This is an optimization exercise on Yosys and OpenROAD, whose aim is small area, a short achievable clock period and few clock cycles per item, not a production implementation. In this exercise RTL edits were held to simulation tests only and were not proved equivalent to the original. No activity file was given, so power comes from the tool's default toggle rates.

`flow/config.mk`:
```
export PLATFORM = sky130hd
export DESIGN_NAME = mcp_top
export DESIGN_NICKNAME = mcp_top
export VERILOG_FILES = /design/flow/design.v
export SDC_FILE = /design/flow/constraint.sdc
export NUM_CORES = 4
export LEC_CHECK = 0
export CAP_MARGIN = 20
export CORE_MARGIN = 2
export CORE_UTILIZATION = 40
export PLACE_DENSITY = 0.6
export SLEW_MARGIN = 20
```
`flow/constraint.sdc`:
```
create_clock -name core_clock -period 8.0 [get_ports {clk}]
set_input_delay 1.6000 -clock core_clock [delete_from_list [all_inputs] [get_ports {clk}]]
set_output_delay 1.6000 -clock core_clock [all_outputs]
set_load 0.01 [all_outputs]
```
`flow/design.v`:
```
`default_nettype none
package mcp_pkg;
    localparam int DATA_W     = 16;
    localparam int NUM_C      = 2;
    localparam int IADDR_W    = 8;
    localparam int IRAM_DEPTH = 256;
    localparam int DADDR_W    = 6;
    localparam int DRAM_DEPTH = 64;
    localparam int CONST_BASE = 0;    
    localparam int A_BASE     = 16;   
    localparam int B_BASE     = 20;
    localparam int C_BASE     = 24;
    typedef enum logic [DATA_W-1:0] {
        LDAC  = 16'd5,
        MVACR = 16'd29,
        MVACC = 16'd30,
        MVA   = 16'd31,
        MVB   = 16'd32,
        MVC   = 16'd33,
        INAC  = 16'd34,
        CLAC  = 16'd35,
        ADD   = 16'd36,
        SUB   = 16'd38,
        MUL   = 16'd40,
        JPNZ  = 16'd48,
        NOP   = 16'd50,
        ENDOP = 16'd51,
        MVACA = 16'd52,
        MVACB = 16'd53,
        MVACD = 16'd54,
        LDDAC = 16'd55,
        STDAC = 16'd59,
        MVCID = 16'd64,
        MVD   = 16'd65
    } opcode_e;
    typedef enum logic [2:0] {
        IDLE,
        FETCH,
        DECODE,
        OPERAND,
        MEM,
        EXEC,
        HALT
    } core_state_e;
    typedef struct packed {
        logic               we;
        logic [DADDR_W-1:0] addr;
        logic [DATA_W-1:0]  wdata;
    } dmem_req_t;
    typedef struct packed {
        logic [DATA_W-1:0] rdata;
    } dmem_rsp_t;
endpackage
`default_nettype wire
`timescale 1ns/1ps
`default_nettype none
import mcp_pkg::*;
module mcp_iram
(
    input  logic                             clk,
    input  logic [NUM_C-1:0][IADDR_W-1:0]    fetch_addr,
    output logic [NUM_C-1:0][DATA_W-1:0]     fetch_data
);
    logic [DATA_W-1:0] rom [IRAM_DEPTH];
    initial begin
        $readmemh("mcp_rom.hex", rom);
    end
    always_ff @(posedge clk) begin
        for (int i = 0; i < NUM_C; i++) begin
            fetch_data[i] <= rom[fetch_addr[i]];
        end
    end
endmodule
`default_nettype wire
`timescale 1ns/1ps
`default_nettype none
import mcp_pkg::*;
module mcp_core
(
    input  logic                clk,
    input  logic                rst,
    input  logic                cid,
    input  logic                run,
    output logic                halted,
    output logic [IADDR_W-1:0]  fetch_addr,
    input  logic [DATA_W-1:0]   fetch_data,
    output logic                dm_req,
    output logic                dm_req_we,
    output logic [DADDR_W-1:0]  dm_req_addr,
    output logic [DATA_W-1:0]   dm_req_wdata,
    input  logic                dm_ack,
    input  logic [DATA_W-1:0]   dm_rsp_rdata
);
    mcp_pkg::core_state_e        state;
    logic [IADDR_W-1:0] pc;
    mcp_pkg::opcode_e            ir;
    mcp_pkg::opcode_e            dec_op;
    logic [DATA_W-1:0]  opnd;
    logic [DATA_W-1:0]  ac;
    logic [DATA_W-1:0]  r;
    logic [DATA_W-1:0]  a;
    logic [DATA_W-1:0]  b;
    logic [DATA_W-1:0]  c;
    logic [DATA_W-1:0]  d;
    logic               has_opnd;
    logic               is_mem;
    assign dec_op   = mcp_pkg::opcode_e'(fetch_data);
    assign has_opnd = (dec_op == LDAC) || (dec_op == JPNZ);
    assign is_mem   = (dec_op == LDDAC) || (dec_op == STDAC);
    assign fetch_addr = pc;
    assign halted     = (state == HALT);
    assign dm_req            = (state == MEM);
    assign dm_req_we = (ir == STDAC);
    assign dm_req_addr = (ir == LDAC) ? opnd[DADDR_W-1:0] : d[DADDR_W-1:0];
    assign dm_req_wdata = ac;
    always_ff @(posedge clk) begin
        if (rst) begin
            state <= IDLE;
            pc    <= '0;
        end else begin
            case (state)
                IDLE: begin
                    if (run) begin
                        state <= FETCH;
                        pc    <= '0;   
                    end
                end
                FETCH: begin
                    pc    <= pc + 1'b1;   
                    state <= DECODE;
                end
                DECODE: begin
                    if (has_opnd) begin
                        pc    <= pc + 1'b1;   
                        state <= OPERAND;
                    end else if (is_mem) begin
                        state <= MEM;
                    end else begin
                        state <= EXEC;
                    end
                end
                OPERAND: begin
                    state <= (ir == LDAC) ? MEM : EXEC;
                end
                MEM: begin
                    if (dm_ack) begin
                        state <= EXEC;
                    end
                end
                EXEC: begin
                    if (ir == ENDOP) begin
                        state <= HALT;
                    end else begin
                        if (ir == JPNZ && ac != '0) begin
                            pc <= opnd[IADDR_W-1:0];
                        end
                        state <= FETCH;
                    end
                end
                HALT: begin
                    if (!run) begin
                        state <= IDLE;
                    end
                end
                default: state <= IDLE;
            endcase
        end
    end
    always_ff @(posedge clk) begin
        case (state)
            DECODE:  ir <= dec_op;
            OPERAND: opnd <= fetch_data;
            MEM: begin
                if (dm_ack && ir != STDAC) begin
                    ac <= dm_rsp_rdata;   
                end
            end
            EXEC: begin
                case (ir)
                    MVACR:   r <= ac;
                    MVACA:   a <= ac;
                    MVACB:   b <= ac;
                    MVACC:   c <= ac;
                    MVACD:   d <= ac;
                    MVA:     ac <= a;
                    MVB:     ac <= b;
                    MVC:     ac <= c;
                    MVD:     ac <= d;
                    MVCID:   ac <= DATA_W'(cid);
                    INAC:    ac <= ac + 1'b1;
                    CLAC:    ac <= '0;
                    ADD:     ac <= ac + r;
                    SUB:     ac <= ac - r;
                    MUL:     ac <= ac * r;   
                    default: ;
                endcase
            end
            default: ;
        endcase
    end
endmodule
`default_nettype wire
`timescale 1ns/1ps
`default_nettype none
import mcp_pkg::*;
module mcp_dmem_arb
(
    input  logic                     clk,
    input  logic                     rst,
    input  logic [NUM_C-1:0]         core_req,
    input  logic [NUM_C-1:0]                core_req_we,
    input  logic [NUM_C-1:0][DADDR_W-1:0]   core_req_addr,
    input  logic [NUM_C-1:0][DATA_W-1:0]    core_req_wdata,
    output logic [NUM_C-1:0]         core_ack,
    output logic [NUM_C-1:0][DATA_W-1:0]    core_rsp_rdata,
    input  logic                     host_we,
    input  logic [DADDR_W-1:0]       host_addr,
    input  logic [DATA_W-1:0]        host_wdata,
    output logic [DATA_W-1:0]        host_rdata
);
    logic [DATA_W-1:0] mem [DRAM_DEPTH];
    logic [NUM_C-1:0]  pend;
    logic [NUM_C-1:0]  gnt;
    logic              last_q;    
    logic              sel;
    logic              sel_we;
    logic [DADDR_W-1:0] sel_addr;
    logic [DATA_W-1:0] sel_wdata;
    assign pend = core_req & ~core_ack;
    always_comb begin
        gnt = '0;
        if (pend[0] && pend[1]) begin
            sel = ~last_q;   
        end else begin
            sel = pend[1];
        end
        if (|pend) begin
            gnt[sel] = 1'b1;
        end
    end
    assign sel_we    = core_req_we[sel];
    assign sel_addr  = core_req_addr[sel];
    assign sel_wdata = core_req_wdata[sel];
    always_ff @(posedge clk) begin
        if (rst) begin
            core_ack <= '0;
            last_q   <= 1'b1;   
        end else begin
            core_ack <= (core_ack & core_req) | gnt;
            if (|pend) begin
                last_q <= sel;
            end
        end
    end
    always_ff @(posedge clk) begin
        if (|pend) begin
            if (sel_we) begin
                mem[sel_addr] <= sel_wdata;
            end
            core_rsp_rdata[sel] <= mem[sel_addr];
        end else if (host_we && core_req == '0) begin
            mem[host_addr] <= host_wdata;
        end
        host_rdata <= mem[host_addr];
    end
endmodule
`default_nettype wire
`timescale 1ns/1ps
`default_nettype none
import mcp_pkg::*;
module mcp_top
(
    input  logic                clk,
    input  logic                rst,
    input  logic                start_req,
    output logic                start_ack,
    input  logic                host_we,
    input  logic [DADDR_W-1:0]  host_addr,
    input  logic [DATA_W-1:0]   host_wdata,
    output logic [DATA_W-1:0]   host_rdata
);
    logic                             run;
    logic [NUM_C-1:0]                 halted;
    logic [NUM_C-1:0][IADDR_W-1:0]    fetch_addr;
    logic [NUM_C-1:0][DATA_W-1:0]     fetch_data;
    logic [NUM_C-1:0]                 dm_req;
    logic [NUM_C-1:0]                 dm_ack;
    logic [NUM_C-1:0]                 dm_req_we;
    logic [NUM_C-1:0][DADDR_W-1:0]    dm_req_addr;
    logic [NUM_C-1:0][DATA_W-1:0]     dm_req_wdata;
    logic [NUM_C-1:0][DATA_W-1:0]     dm_rsp_rdata;
    assign run = start_req & ~start_ack;   
    always_ff @(posedge clk) begin
        if (rst) begin
            start_ack <= 1'b0;
        end else if (start_ack) begin
            start_ack <= start_req;
        end else begin
            start_ack <= start_req & (&halted);
        end
    end
    mcp_iram u_iram (
        .clk        (clk),
        .fetch_addr (fetch_addr),
        .fetch_data (fetch_data)
    );
    mcp_core u_core0 (
        .clk         (clk),
        .rst         (rst),
        .cid         (1'b0),
        .run         (run),
        .halted      (halted[0]),
        .fetch_addr  (fetch_addr[0]),
        .fetch_data  (fetch_data[0]),
        .dm_req      (dm_req[0]),
        .dm_req_we    (dm_req_we[0]),
        .dm_req_addr  (dm_req_addr[0]),
        .dm_req_wdata (dm_req_wdata[0]),
        .dm_ack       (dm_ack[0]),
        .dm_rsp_rdata (dm_rsp_rdata[0])
    );
    mcp_core u_core1 (
        .clk         (clk),
        .rst         (rst),
        .cid         (1'b1),
        .run         (run),
        .halted      (halted[1]),
        .fetch_addr  (fetch_addr[1]),
        .fetch_data  (fetch_data[1]),
        .dm_req      (dm_req[1]),
        .dm_req_we    (dm_req_we[1]),
        .dm_req_addr  (dm_req_addr[1]),
        .dm_req_wdata (dm_req_wdata[1]),
        .dm_ack       (dm_ack[1]),
        .dm_rsp_rdata (dm_rsp_rdata[1])
    );
    mcp_dmem_arb u_dmem_arb (
        .clk           (clk),
        .rst           (rst),
        .core_req      (dm_req),
        .core_req_we    (dm_req_we),
        .core_req_addr  (dm_req_addr),
        .core_req_wdata (dm_req_wdata),
        .core_ack       (dm_ack),
        .core_rsp_rdata (dm_rsp_rdata),
        .host_we       (host_we),
        .host_addr     (host_addr),
        .host_wdata    (host_wdata),
        .host_rdata    (host_rdata)
    );
endmodule
`default_nettype wire
```
`flow/mcp_rom.hex`:
```
0005
0002
001d
0040
0028
001d
0005
0003
0024
0034
0005
0004
0035
0023
001e
001f
0036
0037
001d
0020
0036
0037
0028
001d
0021
0024
001e
001f
0022
0034
0005
0002
001d
0020
0024
0035
0005
0002
001d
0040
0028
001d
0005
0003
0024
001d
0005
0002
0024
001d
001f
0026
0030
000f
0005
0004
001d
0020
0026
0036
0005
0002
001d
0041
0026
0026
0036
0005
0002
001d
0040
0028
001d
0041
0024
001d
0005
0005
0024
0036
0021
003b
0005
0002
001d
001f
0026
0034
0020
0026
0036
0005
0001
001d
0041
0026
0035
0005
0004
001d
0020
0026
001d
0005
0002
0026
0030
000d
0033
0032
0032
0032
0032
0032
0032
0032
0032
0032
0032
0032
0032
0032
0032
0032
0032
0032
0032
0032
0032
0032
0032
0032
0032
0032
0032
0032
0032
0032
0032
0032
0032
0032
0032
0032
0032
0032
0032
0032
0032
0032
0032
0032
0032
0032
0032
0032
0032
0032
0032
0032
0032
0032
0032
0032
0032
0032
0032
0032
0032
0032
0032
0032
0032
0032
0032
0032
0032
0032
0032
0032
0032
0032
0032
0032
0032
0032
0032
0032
0032
0032
0032
0032
0032
0032
0032
0032
0032
0032
0032
0032
0032
0032
0032
0032
0032
0032
0032
0032
0032
0032
0032
0032
0032
0032
0032
0032
0032
0032
0032
0032
0032
0032
0032
0032
0032
0032
0032
0032
0032
0032
0032
0032
0032
0032
0032
0032
0032
0032
0032
0032
0032
0032
0032
0032
0032
0032
0032
0032
0032
0032
0032
0032
0032
0032
0032
0032
```
`flow/run.sh`:
```
#!/bin/bash
# synth_recipe.tcl (not shown) runs the flow's synth.tcl, then flattens the netlist and writes it again
# the make line also repeats each setting of config.mk as NAME=value (left out here)
make -C /OpenROAD-flow-scripts/flow DESIGN_CONFIG=/design/flow/config.mk WORK_HOME=/design/flow/orfs CLKGATE_MAP_FILE= SYNTH_SCRIPT=/design/flow/synth_recipe.tcl finish
```
==> metrics.yaml <==
track_usage_pct: 25.3
synthArstFlopShare_pct: 0
p_comb_share_pct: 19.3
rows: 157
clock_sinks: 1332
dp.cells: 7702
drc_errors: 0
post_cts_resized: 0
critPathRequiredTime_ns: 8.59
dpl.hpwl_um: 152000
rsz0062_at_grt: "false"
switching_power_mw: 5.42
drive_gt1_share_pct: 17.7
wl_met3_um: 28200
clock.fmax_mhz: 165
ant_nets: 0
setup_viol: 0
start_util_pct: 40.2
dieArea_um2: 187000
setup_tns_ns: 0
grt_pass1_vias: 48006
slew_violations: 0
drt_wl_total_um: 239000
via_count: 50297
cts_setup_buffers: 0
clockBufferDepth: 3
overflow: 0
timing.final.crit_share_pct: 75.9
cp-end-kind: "flop"
max_stage_delay_ns: 0.77
syn-num-nets: 5896
grt_max_degree: 137
p_seq_share_pct: 45.1
maxCapViolations: 0
htreeDepth: 4
instances_no_fill: 7959
slowest_stage: "edfxtp_1"
hp-class: "flop to flop"
crit_chain: "nand2_1, fa_1, fa_1, fa_1, fa_1, inv_1, fa_1, inv_1, fa_1, inv_1, ha_1, nand3_1, nand2_1, a41o_1, o41a_1, xnor2_1, a21oi_1, o32ai_1"
fillCellCount: 16158
p_per_area_nw_per_um2: 228
cp-start-kind: "flop"
cp_max_fo: 17
clk_transition_reported_paths_ns: 0.06
netlist_instances: 5550
leakage_nw: 27.8
cts_buffers: 139
synth_area_um2: 73300
ys_seq_area_share_pct: 53.8
place_ws_ns: 1.95
p_int_mw: 13.2
highest_layer: "met5"
synth-seq-cells: 1332
synth-main-ff-cell: "edfxtp_1"
final_cell_mix: "edfxtp_1 (1276), nand2_1 (751), mux4_2 (410)"
die_y_um: 432
cpMostUsedCell: "fa_1"
hold_violations: 0
vias_per_cell: 6.32
final_common_cell: "edfxtp_1"
finalPower_mw: 18.6
core-area_um2: 182000
finalCriticalPeriod_ns: 6.07
portBuffers: 42
design_area_um2: 81500
first_pass_iters: 8
wl_met1_um: 94500
status: "complete, no violations"
setup_ws_ns: 1.93
met2WireLength_um: 107000
clkPwrFrac_pct: 35.6
worst_ir_drop_vdd_mv: 0.233
worstPathArrival_ns: 6.66
wl_per_cell_um: 30.0
maxSlewHeadroom_pct: 20.2
worst_pin_slew_ns: 1.20
grt_antenna_before_repair: 10
clk-insertion-delay-late_ns: 0.80
fp.dieW_um: 432
ys_types: 83
synth_edf_count: 1276
cts-hold-fix-buffers: 0
grt_pass1_wl_um: 343000
fin_worst_skew_ns: 0.0341
cts_tree: "built"
fin_nets: 5804
p_sw_share_pct: 29.1
placed_cell_area_um2: 76900
crit_type: "flop to flop"
clockRootBuffer: "clkbuf_16"
place_congestion: 0.923
io_pins: 43
drt_iter0_drc: 7565
area_growth_pct: 11.2
synth_area_per_cell_um2: 13.2
yosys_warnings: 4
-- area by class of cell --
cell class                 count  area [um2]  share of cell area (%)
sequential                  1332       39400                    48.4
multi-input combinational   3565       32100                    39.4
clock buffer                 178        3840                    4.72
tap                         2385        2980                    3.66
timing repair buffer         158        1450                    1.77
inverter                     262         983                    1.21
clock inverter                76         722                   0.886
antenna                        3        7.51                 0.00921
-- synth_stat cells (all sizes together), types with 24 or more instances --
cell type,n,area (um2)
buf,114,604
a31oi,89,557
fa,162,3240
xnor2,85,744
nor4,33,206
o221ai,64,561
a211oi,50,375
xor2,43,377
mux2i,74,757
edfxtp,1276,38300
nor2,305,1140
and2,133,832
ha,158,1980
a21oi,145,726
nand2,751,2820
clkbuf,277,1040
mux4,414,9340
inv,260,976
dfxtp,56,1120
mux2,126,1420
nand3,123,616
o211ai,24,180
nor3,76,380
o21ai,123,616
nor2b,94,588
a2111oi,45,394
and3,136,851
-- layer usage --
metal / vias to the layer above / global-route usage [%]
li1: 20910 / -
met1: 25999 / 35.1
met2: 2934 / 38.1
met3: 446 / 7.09
met4: 8 / 9.03
met5: - / 0
-- critical path: cells and delay by family (launching register included) --
kind / cells / cell delay [ns]
simple gates: 3 / 0.34
xor+xnor: 1 / 0.24
compound gates: 4 / 0.96
fa+ha+maj: 7 / 3.42
flops: 1 / 0.77
buf+inv: 3 / 0.15
-- power by group through the flow --
stage | Sequential [mW] | Clock [mW] | Combinational [mW]
6_report | 8.38 | 6.62 | 3.60
2_1_floorplan | 8.46 | 0 | 2.31
4_1_cts | 8.38 | 6.65 | 3.53
3_3_place_gp | 8.52 | 0 | 3.48
5_1_grt | 8.40 | 6.91 | 3.86
3_5_place_dp | 8.53 | 0 | 3.52
-- per-stage QoR --
step                      hold WS [ns]  util [%]
after CTS                        0.503      44.7
after global routing             0.524      44.7
after global placement           0.487      42.2
after detailed placement         0.475      42.2
after floorplan                  0.440         -
final                            0.509      44.7
-- logic make-up (layout without fill, tap and decap cells) --
| group | after synthesis | after routing | share of synthesized area, % |
|---|---|---|---|
| AOI/OAI and AO/OA | 742 | 742 | 7.02 |
| xor gates and xnor gates | 128 | 128 | 1.53 |
| adders and majority gates | 320 | 320 | 7.12 |
| buffers and inverters | 653 | 674 | 3.59 |
| DFF | 1332 | 1332 | 53.8 |
| muxes | 614 | 614 | 15.7 |
| other | 0 | 3 | 0 |
| and+or+nand+nor | 1761 | 1761 | 11.2 |
-- sequential cells by signal, indices dropped and copies added, names as in the netlist, 8 cells and up, named ones only --
name,cells
u_core0.c,16
u_core1.pc,8
u_core1.a,16
u_core0.ac,16
u_dmem_arb.host_rdata,16
u_core1.c,16
u_core1.d,16
u_core0.pc,8
u_core1.r,16
u_core0.a,16
u_core0.r,16
u_core1.ac,16
u_core0.b,16
u_dmem_arb.mem,1024
u_core0.d,16
u_core1.b,16
u_iram.fetch_data,14
-- path summary, 6_finish.rpt --
kind / start / end / slack (ns) / cells after the start
max: u_core0.r[1] / u_core0.ac[15] / 1.93 / 18
max reg2reg: u_core0.r[1] / u_core0.ac[15] / 1.93 / 18
min reg2reg: u_iram.fetch_data[4] / u_core0.opnd[4] / 0.51 / 0
min: u_iram.fetch_data[4] / u_core0.opnd[4] / 0.51 / 0
Testbench counts, summed over its fixed seeds: cycles 55,616, runs 64.

## separate check: timing with driven ports
Ports are ideal in the flow. The routed layout listed here was re-timed in OpenROAD. Step 1: set_driving_cell puts a clkbuf_16 on clk and a buf_2 on each other input, an assumption about the parent block. Step 2 moves the port delays by t, midway between the first and last clock arrival at a register: inputs arrive t later, outputs are due t later. That takes back most of the time a late clock gives input paths. Three values: ideal ports, drivers, drivers and shift; two values: the first two.
shift t [ns]: 0.852
setup WS [ns]: 1.932 / 1.932 / 1.932
latest minus earliest clock arrival (ns): 0.034 / 0.034
slew at the worst register clock pin (ns): 0.08 / 0.08
After both steps this run still meets setup and hold. The setup slack of this run moves by 0.000 ns with the drivers and by 0.000 ns with both steps.
